Source: an optimization exercise on an open RTL-to-GDS flow (aim: small area, a short achievable clock period and few clock cycles per item). Production flows keep margins and buffers that such runs may drop.
Where RTL was checked, it was by simulation tests only, not by an equivalence proof against the original.
Power figures rest on the tool's default switching activity, not on a simulated workload.

run 1:
// invoke_id_remap_table_core
module invoke_id_remap_table_core #(
    parameter int unsigned TABLE_DEPTH = 16,
    parameter int unsigned ID_LIMIT    = 32767
) (
    input  logic                         clk,
    input  logic                         rst_n,
    input  logic [iirt_pkg::TDATA_W-1:0] s_tdata,
    input  logic [0:0]                   s_tuser,
    input  logic                         s_tvalid,
    output logic                         s_tready,
    output logic [iirt_pkg::TDATA_W-1:0] m_tdata,
    output logic [1:0]                   m_tuser,
    output logic                         m_tlast,
    output logic                         m_tvalid,
    input  logic                         m_tready
);
Size in the first run: about 1800 cells after synthesis, roughly 820 flip-flops, about 31000 µm² of cells after synthesis.
export LEC_CHECK = 0
export CAP_MARGIN = 20
export CORE_MARGIN = 2
export CORE_UTILIZATION = 40
export SETUP_SLACK_MARGIN = 1.0
export SLEW_MARGIN = 20
create_clock -name core_clock -period 5.0 [get_ports {clk}]
run.sh (not shown) runs the stock make flow with config.mk's settings and CLKGATE_MAP_FILE= SYNTH_SCRIPT=/design/flow/synth_recipe.tcl, a recipe that flattens the netlist after the stock synthesis.
The final layout from run 1, which completed every stage, passed the timing, design-rule and antenna checks at the end of the flow.
For run 2, these inputs were changed with respect to run 1:
diff --git a/flow/config.mk b/flow/config.mk
--- a/flow/config.mk
+++ b/flow/config.mk
@@ -9,4 +9,4 @@
 export CORE_MARGIN = 2
 export CORE_UTILIZATION = 40
-export SETUP_SLACK_MARGIN = 1.0
+export SETUP_SLACK_MARGIN = 2.5
 export SLEW_MARGIN = 20
==> notes.md <==
The via count reported for run 2 is higher than the one for run 1.
Run 1 → run 2: layout-stage area growth over the synthesis result went up by 7.9 points, number of buffer and inverter instances along the worst setup path went up 1.
Run 2 ends up with lower final-layout fill cell count than run 1 does.
Run 2 ends up with a part of the total power dissipated in the clock network that is 1.2 points lower than in run 1.
Global-route usage ended up 3.8 points higher on run 2 than on run 1.
--- input diff run 2..run 3 ---
diff --git a/flow/config.mk b/flow/config.mk
--- a/flow/config.mk
+++ b/flow/config.mk
@@ -9,4 +9,4 @@
 export CORE_MARGIN = 2
 export CORE_UTILIZATION = 40
-export SETUP_SLACK_MARGIN = 2.5
+export SETUP_SLACK_MARGIN = 2.0
 export SLEW_MARGIN = 20
==> notes.md <==
Side by side, number of buffers created by CTS turned out lower in run 3 than in run 2.
Delta (run 3 minus run 2): inverter count has remained practically unchanged, final instance area went down 1800 µm², total power shows a reduction of 0.49 mW, proportion of synthesized flip-flops having asynchronous set or reset neither gained nor lost much.
What run 4 does differently from run 3 at the input level:
diff --git a/flow/config.mk b/flow/config.mk
--- a/flow/config.mk
+++ b/flow/config.mk
@@ -9,4 +9,5 @@
 export CORE_MARGIN = 2
 export CORE_UTILIZATION = 40
+export CTS_BUF_LIST = sky130_fd_sc_hd__clkbuf_4 sky130_fd_sc_hd__clkbuf_8
 export SETUP_SLACK_MARGIN = 2.0
 export SLEW_MARGIN = 20
Notes after the runs:
Across both runs, number of global-route vias before repair was higher for run 4 than for run 3.
Final instance area: run 3 vs run 4 — no meaningful difference
Run 4 -> run 3: sequential fraction of total cell area flat
Leakage power total came out higher on run 4 than on run 3.
Data required time of the worst path sits higher in run 4 than in run 3.
The higher maximum frequency came out of run 3.
Run 4 has count of buffering cells on the critical path with inverters included above what run 3 had.
Any difference in detailed-route wire length on metal 1 between run 3 and run 4 is small enough to ignore.
Comparing run 4 and run 3, the higher wire length after detailed routing was measured on run 4.
No run of this note included a check of the RTL's function; only the layout flow was run.

---

## the reference run
Another version of the RTL of invoke_id_remap_table_core (not shown whole).
For scale: ~1800 cells after synthesis, roughly 780 flip-flops, roughly 90 I/O pins.
==> flow/config.mk <==
export PLATFORM = sky130hd
export DESIGN_NAME = invoke_id_remap_table_core
export DESIGN_NICKNAME = invoke_id_remap_table_core
export VERILOG_FILES = /design/flow/design.v
export SDC_FILE = /design/flow/constraint.sdc
export NUM_CORES = 4
export LEC_CHECK = 0
export CAP_MARGIN = 20
export CORE_MARGIN = 2
export CORE_UTILIZATION = 40
export SLEW_MARGIN = 20
==> flow/constraint.sdc <==
create_clock -name core_clock -period 5.0 [get_ports {clk}]
set_input_delay 1.0000 -clock core_clock [delete_from_list [all_inputs] [get_ports {clk}]]
set_output_delay 1.0000 -clock core_clock [all_outputs]
set_load 0.01 [all_outputs]
The reference run ran to completion and came out clean on the timing, design-rule and antenna checks.
Input-level comparison between the trial run and the reference run:
Settings: putting SETUP_SLACK_MARGIN at 1.5 where nothing was set.
[summary]
The trial run: PASS, flow complete, no timing, DRC or antenna violations
Final cell count delta (the trial run -> the reference run): insignificant
Between the reference run and the trial run, the difference in antenna diode count is negligible.
Cmp the reference run and the trial run / clock network fraction of total power / lower: the trial run
Global-route usage in the trial run is 0.21 points higher than in the reference run
Maximum operating frequency (the trial run over the reference run): increase, about 7%
No run of this note included a check of the RTL's function; only the layout flow was run.

---

invoke_id_remap_table_core, a different RTL version from the one above (not shown whole).
For scale: ~1,900 cells after synthesis, ~790 flip-flops, roughly 90 I/O pins.
clock: 5.0 ns
lec_check: 0
cap_margin: 20
core_margin: 2
core_utilization: 40
cts_cluster_diameter: 70
cts_cluster_size: 30
setup_slack_margin: 2.6
slew_margin: 20
standard.sh (not shown) runs the stock make flow with config.mk's settings and CLKGATE_MAP_FILE= SYNTH_SCRIPT=/design/flow/synth_recipe.tcl, a recipe that flattens the netlist after the stock synthesis.
==> flow/flow/run.sh <==
#!/bin/bash
# Layout flow: the standard flow (standard.sh) with two changes after
# synthesis, which itself runs unchanged:
#  - the input and output ports are buffered with buf_2 cells instead of the
#    default port buffer cell
#  - timing repair may resize a cell to any cell of the same function, not only
#    to one of the same footprint (MATCH_CELL_FOOTPRINT 0)
# Each step's full output goes to a log file of its own in this folder.
set -euo pipefail
EXTRA="'BUFFER_PORTS_ARGS=-buffer_cell sky130_fd_sc_hd__buf_2' MATCH_CELL_FOOTPRINT=0"
sed "s|\"\${@:-finish}\"|$EXTRA \"\${@:-finish}\"|" standard.sh > standard_extra.sh
grep -q "MATCH_CELL_FOOTPRINT=0" standard_extra.sh
bash standard.sh synth > synth.log 2>&1
bash standard_extra.sh finish > layout.log 2>&1
test -s out/final.def
The baseline produced a clean layout.
Testbench counts at the start, summed over its fixed seeds: cycles 3,216, items 3,200.
Rerun with:
==> flow/flow/run.sh (replaced) <==
#!/bin/bash
# Layout flow: the standard flow (standard.sh) with two changes after
# synthesis, which itself runs unchanged:
#  - the input and output ports are buffered with buf_4 cells instead of the
#    default port buffer cell
#  - timing repair may resize a cell to any cell of the same function, not only
#    to one of the same footprint (MATCH_CELL_FOOTPRINT 0)
# Each step's full output goes to a log file of its own in this folder.
set -euo pipefail
EXTRA="'BUFFER_PORTS_ARGS=-buffer_cell sky130_fd_sc_hd__buf_4' MATCH_CELL_FOOTPRINT=0"
sed "s|\"\${@:-finish}\"|$EXTRA \"\${@:-finish}\"|" standard.sh > standard_extra.sh
grep -q "MATCH_CELL_FOOTPRINT=0" standard_extra.sh
bash standard.sh synth > synth.log 2>&1
bash standard_extra.sh finish > layout.log 2>&1
test -s out/final.def
--- a/flow/config.mk
+++ b/flow/config.mk
@@ -8,7 +8,7 @@
 export CAP_MARGIN = 20
 export CORE_MARGIN = 2
-export CORE_UTILIZATION = 40
-export CTS_CLUSTER_DIAMETER = 70
-export CTS_CLUSTER_SIZE = 30
+export CORE_UTILIZATION = 55
+export CTS_CLUSTER_DIAMETER = 60
+export CTS_CLUSTER_SIZE = 26
 export SETUP_SLACK_MARGIN = 2.6
 export SLEW_MARGIN = 20
Result: The new run completed without violations. Clock skew went down by 0.0090 ns. Fmax is higher by a few percent. Global-route usage rose by 8.0 points. Routed wire length went down slightly. Critical path depth came out higher by 7. Clock-buffer cell count went up by 7. First-iteration DRC count is lower by a few percent. Non-clock buffer count falls by 17. Total power climbs by a few percent.

---

## run A
Starting RTL as in the previous note.
==> flow/config.mk <==
export PLATFORM = sky130hd
export DESIGN_NAME = invoke_id_remap_table_core
export DESIGN_NICKNAME = invoke_id_remap_table_core
export VERILOG_FILES = /design/flow/design.v
export SDC_FILE = /design/flow/constraint.sdc
export NUM_CORES = 4
export LEC_CHECK = 0
export CAP_MARGIN = 20
export CORE_MARGIN = 2
export CORE_UTILIZATION = 40
export CTS_CLUSTER_DIAMETER = 60
export CTS_CLUSTER_SIZE = 26
export SETUP_SLACK_MARGIN = 2.8
export SLEW_MARGIN = 20
==> flow/constraint.sdc <==
create_clock -name core_clock -period 5.0 [get_ports {clk}]
set_input_delay 1.0000 -clock core_clock [delete_from_list [all_inputs] [get_ports {clk}]]
set_output_delay 1.0000 -clock core_clock [all_outputs]
set_load 0.01 [all_outputs]
==> flow/flow/run.sh <==
#!/bin/bash
# Layout flow: the standard flow (standard.sh) with two changes after
# synthesis, which itself runs unchanged:
#  - the input and output ports are buffered with buf_4 cells instead of the
#    default port buffer cell
#  - timing repair may resize a cell to any cell of the same function, not only
#    to one of the same footprint (MATCH_CELL_FOOTPRINT 0)
# Each step's full output goes to a log file of its own in this folder.
set -euo pipefail
EXTRA="'BUFFER_PORTS_ARGS=-buffer_cell sky130_fd_sc_hd__buf_4' MATCH_CELL_FOOTPRINT=0"
sed "s|\"\${@:-finish}\"|$EXTRA \"\${@:-finish}\"|" standard.sh > standard_extra.sh
grep -q "MATCH_CELL_FOOTPRINT=0" standard_extra.sh
bash standard.sh synth > synth.log 2>&1
bash standard_extra.sh finish > layout.log 2>&1
test -s out/final.def
Testbench counts of run A, summed over its fixed seeds: cycles 3,216, items 3,200.
Input-level comparison between run B and run A:
- a change of SLEW_MARGIN from 20 to 5
- a change of CAP_MARGIN from 20 to 5
- a change of SETUP_SLACK_MARGIN from 2.8 to 2.6
Findings:
Cmp run B and run A / fraction of power consumed by combinational cells / lower: run B
The latest clock arrival within the worst-skew pair of run B and that of run A are within noise of each other.
| switching share of power | run B vs run A | ≈ equal |
Share of power burned in the clock network in run B vs run A: up 0.5 points
The power in the clock group was comparable across run B and run A.
Inputs modified between run B and run C:
- SLEW_MARGIN now 20, was 5
- SETUP_SLACK_MARGIN now 2.5, was 2.6
- CAP_MARGIN now 20, was 5
Findings:
Each of the runs, namely run B and run C, reached the end of the flow and came out clean. Run C against run B: post-synth design cell area held, routed metal-1 wirelength went down about 1.8%, wire length went down 4000 um, final hold violation count held.
Edits applied to the flow inputs when going from run C to run D:
- SETUP_SLACK_MARGIN changed from 2.5 to 2.7
- CORE_UTILIZATION changed from 40 to 45
- SLEW_MARGIN changed from 20 to 5
- CAP_MARGIN changed from 20 to 5
### Flow results
Compared with run C, die area in run D decreased by more than 10%. In the route summary, run D ends up with a via count exceeding that of run C. Wire length on met3 (run D vs. run C) decreases by a few percent.

[afterwards: timing with drivers on the ports]
How much do the figures lean on ideal ports? The routed layouts below were timed once more, with nothing changed but the port constraints. Step 1 sets driving cells, clkbuf_16 on the clock port and buf_2 on the other inputs (assumed; they add their load-dependent delay and slew). Step 2, shift: input delay + t, output delay - t, t = (earliest + latest rising clock arrival at the registers) / 2. This alone moves slack from input paths to output paths. a / b / c = ideal / step 1 / step 2; a / b = the first two.
run	t, ns	setup WS [ns]	worst slew at a driven data input, ns	pins driven straight from the clock port
run 1	0.674	1.556 / 1.556 / 1.556	0.08	1
run 2	0.680	1.974 / 1.974 / 1.974	0.06	1
run 3	0.679	2.033 / 2.033 / 2.033	0.07	1
run 4	0.809	2.007 / 2.007 / 2.007	0.08	1
the reference run	0.663	1.108 / 1.108 / 0.661	0.04	1
the trial run	0.665	1.370 / 1.400 / 0.734	0.04	1
the first run of note 3	0.672	2.507 / 2.445 / 1.993	0.09	1
the second run of note 3	0.679	2.559 / 2.503 / 1.904	0.07	1
run A	0.692	2.605 / 2.545 / 2.018	0.11	1
run B	0.693	2.576 / 2.532 / 1.961	0.10	1
run C	0.678	2.534 / 2.478 / 1.957	0.07	1
run D	0.698	2.568 / 2.505 / 2.012	0.07	1
After both steps setup and hold are still met in every run listed. For the second run of note 3, which loses most, drivers alone change the setup slack by -0.056 ns; drivers and shift together by -0.655 ns.
